This is an optimization exercise on Yosys and OpenROAD, whose aim is small area, not a production implementation. The flow treats the clock pin as an ideal source, which a real chip does not have. Power figures rest on the tool's default switching activity, not on a simulated workload.

== oak ==
## mips_multicycle_core
module mips_multicycle_core #(
  parameter int unsigned ADDR_W   = 10,
  parameter logic [31:0] RESET_PC = 32'h0000_0000,
  parameter int unsigned CNT_W    = 32
) (
  input  logic              clk,
  input  logic              rst,
  output logic              mem_req,
  output logic              mem_we,
  output logic [ADDR_W-1:0] mem_addr,
  output logic [31:0]       mem_wdata,
  input  logic [31:0]       mem_rdata,
  input  logic              mem_ready,
  input  logic [4:0]        dbg_reg_addr,
  output logic [31:0]       dbg_reg_data,
  output logic [31:0]       pc_out,
  output logic              halted,
  output logic [CNT_W-1:0]  instr_count
);
==> flow/config.mk <==
export PLATFORM = sky130hd
export DESIGN_NAME = mips_multicycle_core
export DESIGN_NICKNAME = mips_multicycle_core
export VERILOG_FILES = /design/flow/design.v
export SDC_FILE = /design/flow/constraint.sdc
export NUM_CORES = 4
export LEC_CHECK = 0
export CAP_MARGIN = 20
export CORE_MARGIN = 2
export CORE_UTILIZATION = 65
export CTS_BUF_LIST = sky130_fd_sc_hd__clkbuf_8
export CTS_CLUSTER_DIAMETER = 60
export CTS_CLUSTER_SIZE = 14
export PLACE_DENSITY = 0.75
export SLEW_MARGIN = 20
export SYNTH_HIERARCHICAL = 1
export SYNTH_MINIMUM_KEEP_SIZE = 0
==> flow/constraint.sdc <==
create_clock -name core_clock -period 10.0 [get_ports {clk}]
set_input_delay 2.0000 -clock core_clock [delete_from_list [all_inputs] [get_ports {clk}]]
set_output_delay 2.0000 -clock core_clock [all_outputs]
set_load 0.01 [all_outputs]
standard.sh (not shown) runs the stock make flow with config.mk's settings and CLKGATE_MAP_FILE= SYNTH_SCRIPT=/design/flow/synth_recipe.tcl, a recipe that flattens the netlist after the stock synthesis.
==> flow/flow/run.sh <==
#!/bin/bash
set -e
export BUFFER_PORTS_ARGS="-buffer_cell sky130_fd_sc_hd__buf_1"
export CTS_ARGS="-sink_clustering_enable -repair_clock_nets -dont_use_dummy_load -sink_clustering_size 18 -sink_clustering_max_diameter 90 -buf_list sky130_fd_sc_hd__clkbuf_8"
bash standard.sh cts > standard_cts.log 2>&1
openroad -no_init -exit flow/resize.tcl > resize.log 2>&1
bash standard.sh > standard_finish.log 2>&1
Other scripts of this flow, unchanged in this note and not shown: flow/flow/downsize.tcl, flow/flow/resize.tcl
## Diff of input files: pine against oak
--- a/flow/design.v
+++ b/flow/design.v
@@ -1,41 +1,32 @@
 module mmc_ao222n (input logic [2:0] s, input logic [2:0] d, output logic yn);
   assign yn = ~((s[0] & d[0]) | (s[1] & d[1]) | (s[2] & d[2]));
 endmodule
 module mmc_ao22n (input logic [1:0] s, input logic [1:0] d, output logic yn);
   assign yn = ~((s[0] & d[0]) | (s[1] & d[1]));
 endmodule
 module mmc_nand11 (input logic [10:0] a, output logic y);
   assign y = ~(&a);
 endmodule
-module mmc_dec32 (input logic [4:0] a, input logic v, output logic [31:0] sel);
-  always_comb
-    for (int j = 0; j < 32; j++) sel[j] = v && (a == 5'(j));
-endmodule
 module mmc_mux32 (
-  input  logic [4:0]       pos,
-  input  logic             v,
+  input  logic [31:0]      sel,
   input  logic [32*32-1:0] d,
   output logic [31:0]      y
 );
-  for (genvar h = 0; h < 2; h++) begin : g_half
-    logic [31:0] sel;
-    mmc_dec32 u_dec (.a(pos), .v(v), .sel(sel));
-    for (genvar i = 16*h; i < 16*h + 16; i++) begin : g_bit
-      logic [10:0] yn;
-      for (genvar g = 0; g < 10; g++) begin : g_grp
-        mmc_ao222n u_ao (.s(sel[3*g +: 3]),
-                         .d({d[32*(3*g+2)+i], d[32*(3*g+1)+i], d[32*(3*g)+i]}), .yn(yn[g]));
-      end
-      mmc_ao22n u_ao2 (.s(sel[31:30]), .d({d[32*31+i], d[32*30+i]}), .yn(yn[10]));
-      mmc_nand11 u_or (.a(yn), .y(y[i]));
+  for (genvar i = 0; i < 32; i++) begin : g_bit
+    logic [10:0] yn;
+    for (genvar g = 0; g < 10; g++) begin : g_grp
+      mmc_ao222n u_ao (.s(sel[3*g +: 3]),
+                       .d({d[32*(3*g+2)+i], d[32*(3*g+1)+i], d[32*(3*g)+i]}), .yn(yn[g]));
     end
+    mmc_ao22n u_ao2 (.s(sel[31:30]), .d({d[32*31+i], d[32*30+i]}), .yn(yn[10]));
+    mmc_nand11 u_or (.a(yn), .y(y[i]));
   end
 endmodule
 module mmc_rwbit (input logic t, input logic c, input logic w, input logic wr,
                   output logic d, output logic co);
   assign co = t & c;
   assign d  = wr ? w : (t ^ c);
 endmodule
 module mmc_accsel (input logic [2:0] s, input logic m, input logic r, input logic n,
                    output logic y);
   assign y = (s[0] & m) | (s[1] & r) | (s[2] & n);
@@ -124,21 +115,24 @@
     case (state)
       S_DEC:       begin ms = rs; ms_v = (rs != 5'd0); end
       S_SH, S_MEM: begin ms = rt; ms_v = (rt != 5'd0); end
       S_HALT:      begin ms = dbg_reg_addr; ms_v = (dbg_reg_addr != 5'd0); end
       S_CLR:       ms_v = 1'b0;
       default: ;
     endcase
     if (rst) ms_v = 1'b0;
   end
   assign pos = ms - q;
-  mmc_mux32 u_mm (.pos(pos), .v(ms_v), .d(ring), .y(mm));
+  logic [NS-1:0] msel;
+  always_comb
+    for (int j = 0; j < NS; j++) msel[j] = ms_v && (pos == 5'(j));
+  mmc_mux32 u_mm (.sel(msel), .d(ring), .y(mm));
   logic [4:0] bi, k;
   logic       a, b, bx, sum, cout, res, cnext, ibit, sub_m, last;
   assign bi = q;
   assign k  = pcpass ? (bi - 5'd2) : bi;
   assign a  = acc[0];
   always_comb begin
     if (pcpass && bi < 5'd2)               ibit = 1'b0;
     else if (!is_j && k >= 5'd16)          ibit = ir[15];
     else if (k >= 5'd26)                   ibit = 1'b0;
     else                                   ibit = ir[k];
==> comparison <==
pine vs. oak: global-route total usage across every layer higher; design area closely matched the old numbers. Via count of the first global-routing pass (lower): pine. Per the comparison of pine with oak, sequential fraction of total cell area was more or less identical; critical path depth up 13; relative slew slack went up. Cmp oak and pine / power share of the combinational group / lower: oak.
No functional check of the RTL was part of any run of this note.

-- what the ideal ports hide --
How much do the figures lean on ideal ports? The routed layouts below were timed once more, with nothing changed but the port constraints.
Step 1, drivers: a clkbuf_16 drives clk and a buf_2 each remaining input, both assumed.
Step 2 adds t to the input delays and takes it off the output delays; t is the mean of the earliest and latest rising clock arrival at the registers after step 1. Input paths then give back, and output paths get back, about the clock's delay inside the block.
a / b / c = ideal ports / drivers / drivers and shift; a / b = the first two.
run	t (ns)	setup WS [ns]	worst hold slack (ns)	worst setup path after step 2
oak	0.738	0.372 / 0.316 / 0.343	0.311 / 0.311 / 0.311	input to register
pine	0.721	0.246 / 0.269 / -0.451	0.307 / 0.307 / 0.307	input to register
With both steps, setup timing fails in pine, where it was met with ideal ports. The setup slack of pine, which loses most, moves by +0.023 ns with the drivers and by -0.697 ns with both steps.
